This is an optimization exercise on Yosys and OpenROAD, whose aim is small area, a short achievable clock period and few clock cycles per item, not a production implementation.
Where RTL was checked, it was by simulation tests only, not by an equivalence proof against the original.
No activity file was given, so power comes from the tool's default toggle rates.

==> flow/design.v (excerpt) <==
module display_test_pattern_generator (
  input  wire logic                           clk,
  input  wire logic                           rst_n,
  input  wire logic                           cfg_we,
  input  wire logic [dtpg_pkg::CFG_IDX_W-1:0] cfg_index,
  input  wire logic [dtpg_pkg::CFG_DAT_W-1:0] cfg_wdata,
  input  wire logic                           in_tvalid,
  output logic                                in_tready,
  input  wire logic [7:0]                     in_tdata,    
  output logic                                out_tvalid,
  input  wire logic                           out_tready,
  output logic [63:0]                         out_tdata,
  output logic                                out_tlast    
);
clock: 7.5 ns
lec_check: 0
cap_margin: 20
core_margin: 2
core_utilization: 40
setup_slack_margin: 4.2
slew_margin: 20
tns_end_percent: 5
standard.sh (not shown) runs the stock make flow with config.mk's settings and CLKGATE_MAP_FILE= SYNTH_SCRIPT=/design/flow/synth_recipe.tcl, a recipe that flattens the netlist after the stock synthesis.
==> flow/flow/run.sh <==
#!/bin/bash
# Standard layout (standard synthesis unchanged), with the port buffers made from plain
# buffers instead of the delay cells buffer_ports picks by default.
set -e
export BUFFER_PORTS_ARGS="-buffer_cell sky130_fd_sc_hd__buf_2"
export CTS_ARGS="-sink_clustering_enable -repair_clock_nets -dont_use_dummy_load"
bash standard.sh > standard.log 2>&1
==> next run, changes <==
--- a/flow/design.v
+++ b/flow/design.v
@@ -292,19 +292,19 @@
         REG_HEIGHT: hm1_r    <= wr_m1;
         REG_STRIDE: stride_r <= cfg_wdata[STRIDE_W-1:0];
         default:    ;
       endcase
     end
   end
   logic [BAR_CNT_W-1:0] bwm1;
   logic [COORD_W-1:0]   wm1_m7;
   assign wm1_m7 = wm1_r - 10'd7;
-  assign bwm1 = (wm1_r < 10'd7) ? '0 : wm1_m7[COORD_W-1:3];
+  always_ff @(posedge clk) bwm1 <= (wm1_r < 10'd7) ? '0 : wm1_m7[COORD_W-1:3];
   logic [COORD_W-1:0] x_r, y_r, x_n, y_n;
   logic               eol_r, eof_r, fresh_r, valid_r;
   logic               xbit_r, ybit_r;
   logic               upd, adv, kill, xbit, ybit;
   logic [COORD_W:0]   y_inc;
   logic               xwrap, ywrap;
   assign xbit  = xbit_r;
   assign ybit  = ybit_r;
   assign upd   = emit || cfg_we;
Effect: Wire length stays flat. Worst hold slack improved by 8.3 ps. Via count shrinks by 0.91%. Cell count hardly moves. First-iteration DRC count rose by 14%. Power fell by 4.6%. Die area increases by 1.1%. Count of clock-buffer cells in the layout is unchanged. Register-to-register slack improved by 150 ps. Clock power stays flat. Clock skew grows by 6.1 ps. Setup slack is better by 150 ps. Sequential power barely changes.
Testbench counts after the change, summed over its fixed seeds: cycles 30,016, items 29,696.
The RTL of the first run of this note was laid out without a check of its function.

== run Z ==
Another version of the RTL of display_test_pattern_generator (not shown whole).
Size: ~99 I/O pins, roughly 0.017 sq mm of cells after synthesis.
clock: 7.5 ns
lec_check: 0
cap_margin: 20
core_margin: 2
core_utilization: 40
setup_slack_margin: 4.2
slew_margin: 20
tns_end_percent: 5
run.sh (not shown) runs the stock make flow with config.mk's settings and CLKGATE_MAP_FILE= SYNTH_SCRIPT=/design/flow/synth_recipe.tcl, a recipe that flattens the netlist after the stock synthesis.
Stock flow here: none of the scripts above is used.
> inputs changed (run Z -> run R)
--- a/flow/design.v
+++ b/flow/design.v
@@ -61,17 +61,17 @@
   logic          c2, ge, co1, co2;
   dtpg_add #(.N(RW))   u_s1 (.a(r_r), .b(sr_r), .ci(1'b0), .s(s1), .co(co1));
   dtpg_add #(.N(RW+1)) u_s2 (.a({1'b0, r_r}), .b(x2), .ci(c2), .s(s2), .co(co2));
   always_comb begin
     x2 = dbl ? {2'b11, ~d[RW-1:1]} : srd_r;
     c2 = dbl ? !(d[0] && !cin) : rp2;
     ge = !s2[RW];
     qa = q_r + sq_r;
-    qb = q_r + sq_r + 1'b1;
+    qb = qa + 1'b1;
     r_hi = dbl ? {s2[RW-2:0], cin ^ d[0]} : s2[RW-1:0];
     r_lo = dbl ? {r_r[RW-2:0], cin} : s1;
     q_hi = dbl ? {q_r[QW-2:0], 1'b1} : qb;
     q_lo = dbl ? {q_r[QW-2:0], 1'b0} : qa;
     r_n  = ge ? r_hi : r_lo;
     q_n  = ge ? q_hi : q_lo;
   end
   always_comb begin
@@ -415,31 +415,31 @@
     if (kill || (adv && eol_r) || seq.norm) begin
       bc_r <= '0;
     end else if (seq.xs_a) begin
       bc_r <= bge ? bt[BAR_CNT_W-1:0] : {bc_r[BAR_CNT_W-2:0], xbit};
     end else if (adv) begin
       bc_r <= beq ? '0 : bc_r + 1'b1;
     end
   end
-  logic [ADDR_W-1:0] rb_r, addr_r, rb_a, rb_b, rb_s;
-  always_comb begin
-    rb_a = seq.xs_a ? {rb_r[ADDR_W-2:0], 1'b0} : rb_r;
-    if (seq.addx)                rb_b = ADDR_W'(x_r);
-    else if (seq.xs_a && !ybit)  rb_b = '0;
-    else                         rb_b = ADDR_W'(stride_r);
+  logic [ADDR_W-1:0]  addr_r, ad_a, ad_b, ad_s;
+  logic [STRIDE_W:0]  delta_r;
+  logic               ad_co;
+  always_ff @(posedge clk) delta_r <= {1'b0, stride_r} - {3'b000, wm1_r};
+  always_comb begin
+    ad_a = seq.xs_a ? {addr_r[ADDR_W-2:0], 1'b0} : addr_r;
+    if (seq.addx)      ad_b = ADDR_W'(x_r);
+    else if (seq.xs_a) ad_b = ybit ? ADDR_W'(stride_r) : '0;
+    else if (eol_r)    ad_b = {{(ADDR_W-STRIDE_W-1){delta_r[STRIDE_W]}}, delta_r};
+    else               ad_b = ADDR_W'(1);
   end
-  logic rb_co;
-  dtpg_add #(.N(ADDR_W)) u_rb (.a(rb_a), .b(rb_b), .ci(1'b0), .s(rb_s), .co(rb_co));
+  dtpg_add #(.N(ADDR_W)) u_ad (.a(ad_a), .b(ad_b), .ci(1'b0), .s(ad_s), .co(ad_co));
   always_ff @(posedge clk) begin
-    if (kill || (adv && eol_r && eof_r) || seq.norm) rb_r <= '0;
-    else if ((adv && eol_r) || seq.xs_a)            rb_r <= rb_s;
-    if (kill || (adv && eol_r && eof_r))  addr_r <= '0;
-    else if ((adv && eol_r) || seq.addx)  addr_r <= rb_s;
-    else if (adv)                         addr_r <= addr_r + 1'b1;
+    if (kill || (adv && eol_r && eof_r) || seq.norm) addr_r <= '0;
+    else if (adv || seq.xs_a || seq.addx)           addr_r <= ad_s;
   end
   logic                is_grad, is_bar, is_solid;
   logic [COLOR_W-1:0]  color, pal;
   always_comb begin
     is_grad  = (mode_r == 2'd1);
     is_bar   = (mode_r == 2'd2);
     is_solid = !is_grad && !is_bar;
     pal      = dtpg_pkg::bar_color(bq_r);
Findings:
Number of endpoints with negative hold slack in the final report delta (run Z -> run R): insignificant. NOTE: fraction of power consumed by the clock network in run R exceeds that of run Z. Filler cell count, run R vs run Z: down by a few percent. Worst slack after detailed placement: run R vs run Z up 0.81 ns. First element of the critical path = u_dp.bq_r[2]: run R; first element of the critical path = cfg_we: run Z. Number of instances in the placed design (run R over run Z): decrease, 124. Looking at maximum achievable frequency across run R and run Z, the one that comes out lower is run Z. When run R is set beside run Z, its clock network latency to the later pin of the worst-skew pair turns out to be 0.02 ns smaller.
Testbench counts of run R, summed over its fixed seeds: cycles 30,016, items 29,696.
For run Z, only the layout was checked, not whether the RTL still works.

Setup of oak:
Another version of the RTL of display_test_pattern_generator (not shown whole).
Size in the first run: roughly 2,000 cells after synthesis, roughly 250 flip-flops, about 16,000 µm² of cells after synthesis.
==> module dtpg_add, before the edit <==
module dtpg_add #(
  parameter int N = 11
) (
  input  wire logic [N-1:0] a,
  input  wire logic [N-1:0] b,
  input  wire logic         ci,
  output logic      [N-1:0] s,
  output logic              co
);
  localparam int L = $clog2(N);
  logic [N-1:0] g [0:L];
  logic [N-1:0] p [0:L];
  logic [N-1:0] h;
  always_comb begin
    h    = a ^ b;
    g[0] = a & b;
    p[0] = h;
    g[0][0] = (a[0] & b[0]) | (h[0] & ci);
    for (int l = 1; l <= L; l++) begin
      for (int i = 0; i < N; i++) begin
        if (i >= (1 << (l - 1))) begin
          g[l][i] = g[l-1][i] | (p[l-1][i] & g[l-1][i - (1 << (l - 1))]);
          p[l][i] = p[l-1][i] & p[l-1][i - (1 << (l - 1))];
        end else begin
          g[l][i] = g[l-1][i];
          p[l][i] = p[l-1][i];
        end
      end
    end
    s[0] = h[0] ^ ci;
    for (int i = 1; i < N; i++) s[i] = h[i] ^ g[L][i-1];
    co = g[L][N-1];
  end
endmodule
clock: 7.5 ns
lec_check: 0
abc_clock_period_in_ps: 3000
cap_margin: 20
core_margin: 2
core_utilization: 40
setup_slack_margin: 3.0
slew_margin: 20
Changes in pine relative to oak:
--- a/flow/design.v
+++ b/flow/design.v
@@ -103,11 +103,11 @@
   input  wire logic [N-1:0] b,
   input  wire logic         ci,
   output logic      [N-1:0] s,
   output logic              co
 );
-  localparam int L = $clog2(N);
+  localparam int L = (N <= 2) ? 1 : (N <= 4) ? 2 : (N <= 8) ? 3 : (N <= 16) ? 4 : 5;
   logic [N-1:0] g [0:L];
   logic [N-1:0] p [0:L];
   logic [N-1:0] h;
   always_comb begin
     h    = a ^ b;
### Flow results
Going from oak to pine, met1 routed wirelength after detailed routing shows no meaningful change; final setup violation count flat; part of the power in the clock network stayed essentially flat; number of global-route vias before repair closely matched the old numbers. oak -> pine: wire length delta 0, exact match.
Testbench counts of pine, summed over its fixed seeds: cycles 29,984, items 29,696.
Function not checked in oak: the RTL went through the layout flow alone.

display_test_pattern_generator with an RTL version that a note above also has.
For scale: ~2000 cells after synthesis, ~250 flip-flops, about 99 I/O pins, about 17000 µm² of cells after synthesis.
clock: 7.5 ns
lec_check: 0
cap_margin: 20
core_margin: 2
core_utilization: 40
setup_slack_margin: 3.8
slew_margin: 20
Next try:
--- a/flow/design.v
+++ b/flow/design.v
@@ -59,21 +59,21 @@
   logic [RW-1:0] r_r, sr_r, r_n, s1, r_hi, r_lo;
   logic [RW:0]   srd_r, x2, s2;
   logic          c2, ge, co1, co2;
   dtpg_add #(.N(RW))   u_s1 (.a(r_r), .b(sr_r), .ci(1'b0), .s(s1), .co(co1));
   dtpg_add #(.N(RW+1)) u_s2 (.a({1'b0, r_r}), .b(x2), .ci(c2), .s(s2), .co(co2));
   always_comb begin
     x2 = dbl ? {2'b11, ~d[RW-1:1]} : srd_r;
     c2 = dbl ? !(d[0] && !cin) : rp2;
     ge = !s2[RW];
     qa = q_r + sq_r;
-    qb = q_r + sq_r + 1'b1;
+    qb = qa + 1'b1;
     r_hi = dbl ? {s2[RW-2:0], cin ^ d[0]} : s2[RW-1:0];
     r_lo = dbl ? {r_r[RW-2:0], cin} : s1;
     q_hi = dbl ? {q_r[QW-2:0], 1'b1} : qb;
     q_lo = dbl ? {q_r[QW-2:0], 1'b0} : qa;
     r_n  = ge ? r_hi : r_lo;
     q_n  = ge ? q_hi : q_lo;
   end
   always_comb begin
     if (clr)               q_d = '0;
     else if (dbl || step)  q_d = q_n;
@@ -413,35 +413,35 @@
   always_ff @(posedge clk) begin
     bq_r <= bq_d;
     if (kill || (adv && eol_r) || seq.norm) begin
       bc_r <= '0;
     end else if (seq.xs_a) begin
       bc_r <= bge ? bt[BAR_CNT_W-1:0] : {bc_r[BAR_CNT_W-2:0], xbit};
     end else if (adv) begin
       bc_r <= beq ? '0 : bc_r + 1'b1;
     end
   end
-  logic [ADDR_W-1:0] rb_r, addr_r, rb_a, rb_b, rb_s;
-  always_comb begin
-    rb_a = seq.xs_a ? {rb_r[ADDR_W-2:0], 1'b0} : rb_r;
-    if (seq.addx)                rb_b = ADDR_W'(x_r);
-    else if (seq.xs_a && !ybit)  rb_b = '0;
-    else                         rb_b = ADDR_W'(stride_r);
+  logic [ADDR_W-1:0]  addr_r, ad_a, ad_b, ad_s;
+  logic [STRIDE_W:0]  delta_r;
+  logic               ad_co;
+  always_ff @(posedge clk) delta_r <= {1'b0, stride_r} - {3'b000, wm1_r};
+  always_comb begin
+    ad_a = seq.xs_a ? {addr_r[ADDR_W-2:0], 1'b0} : addr_r;
+    if (seq.addx)      ad_b = ADDR_W'(x_r);
+    else if (seq.xs_a) ad_b = ybit ? ADDR_W'(stride_r) : '0;
+    else if (eol_r)    ad_b = {{(ADDR_W-STRIDE_W-1){delta_r[STRIDE_W]}}, delta_r};
+    else               ad_b = ADDR_W'(1);
   end
-  logic rb_co;
-  dtpg_add #(.N(ADDR_W)) u_rb (.a(rb_a), .b(rb_b), .ci(1'b0), .s(rb_s), .co(rb_co));
+  dtpg_add #(.N(ADDR_W)) u_ad (.a(ad_a), .b(ad_b), .ci(1'b0), .s(ad_s), .co(ad_co));
   always_ff @(posedge clk) begin
-    if (kill || (adv && eol_r && eof_r) || seq.norm) rb_r <= '0;
-    else if ((adv && eol_r) || seq.xs_a)            rb_r <= rb_s;
-    if (kill || (adv && eol_r && eof_r))  addr_r <= '0;
-    else if ((adv && eol_r) || seq.addx)  addr_r <= rb_s;
-    else if (adv)                         addr_r <= addr_r + 1'b1;
+    if (kill || (adv && eol_r && eof_r) || seq.norm) addr_r <= '0;
+    else if (adv || seq.xs_a || seq.addx)           addr_r <= ad_s;
   end
   logic                is_grad, is_bar, is_solid;
   logic [COLOR_W-1:0]  color, pal;
   always_comb begin
     is_grad  = (mode_r == 2'd1);
     is_bar   = (mode_r == 2'd2);
     is_solid = !is_grad && !is_bar;
     pal      = dtpg_pkg::bar_color(bq_r);
     color    = ({COLOR_W{is_grad}}  & {rq[7:3], gq[7:2], ~rq[7:3]}) |
                ({COLOR_W{is_bar}}   & pal) |
Cell area goes down by 2.6%.
Non-clock buffer count goes up by 6.
Total power goes down by 8.2%.
Worst setup slack gets worse by 0.038 ns.
Sequential cell count goes down by 8.
Wire length goes down by 5.3%.
Critical path depth goes down by 3.
Synthesized area goes down by 3.6%.
Cell count goes down by 4.7%.
Utilization goes up by 0.89 points.
Sequential power goes down by about 5%.
Clock-buffer cell count goes down by 4.
Maximum frequency goes down by 1.0%.
Testbench counts after the change, summed over its fixed seeds: cycles 30,016, items 29,696.
The RTL of the first run of this note was laid out without a check of its function.

==> re-timing with driven ports <==
In the flow no input, the clock included, has a driving cell. The finished layouts below were timed again as built, in two steps. Step 1 (the two cells are an assumption about what drives the block):
set clk [get_ports {clk}]
set_driving_cell -lib_cell sky130_fd_sc_hd__clkbuf_16 $clk
set_driving_cell -lib_cell sky130_fd_sc_hd__buf_2 [delete_from_list [all_inputs] $clk]
Step 2 times the ports against the registers' clock, not the clock port: input delays grow and output delays shrink by t, the midpoint of the rising clock arrivals with the driver on. Three values: ideal, step 1, step 2; two values: the first two.
run	t, ns	setup slack, ns	worst setup path at the end	slew at the worst register clock pin (ns)	worst data-port slew with drivers (ns)
the first run of note 1	0.605	3.960 / 3.934 / 3.403	input to register	0.06 / 0.06	0.09
the second run of note 1	0.614	4.108 / 4.052 / 3.547	input to register	0.06 / 0.06	0.04
run Z	0.625	4.028 / 3.986 / 3.434	input to register	0.06 / 0.06	0.04
run R	0.621	4.051 / 3.998 / 3.469	input to register	0.06 / 0.06	0.07
oak	0.624	3.096 / 3.132 / 2.508	input to register	0.07 / 0.07	0.07
pine	0.624	3.096 / 3.132 / 2.508	input to register	0.07 / 0.07	0.07
the first run of note 4	0.629	3.894 / 3.854 / 3.291	input to register	0.06 / 0.06	0.04
the second run of note 4	0.619	3.856 / 3.800 / 3.330	input to register	0.06 / 0.06	0.06
After both steps setup and hold are still met in every run listed. For the first run of note 4, which loses most, drivers alone change the setup slack by -0.040 ns; drivers and shift together by -0.603 ns.
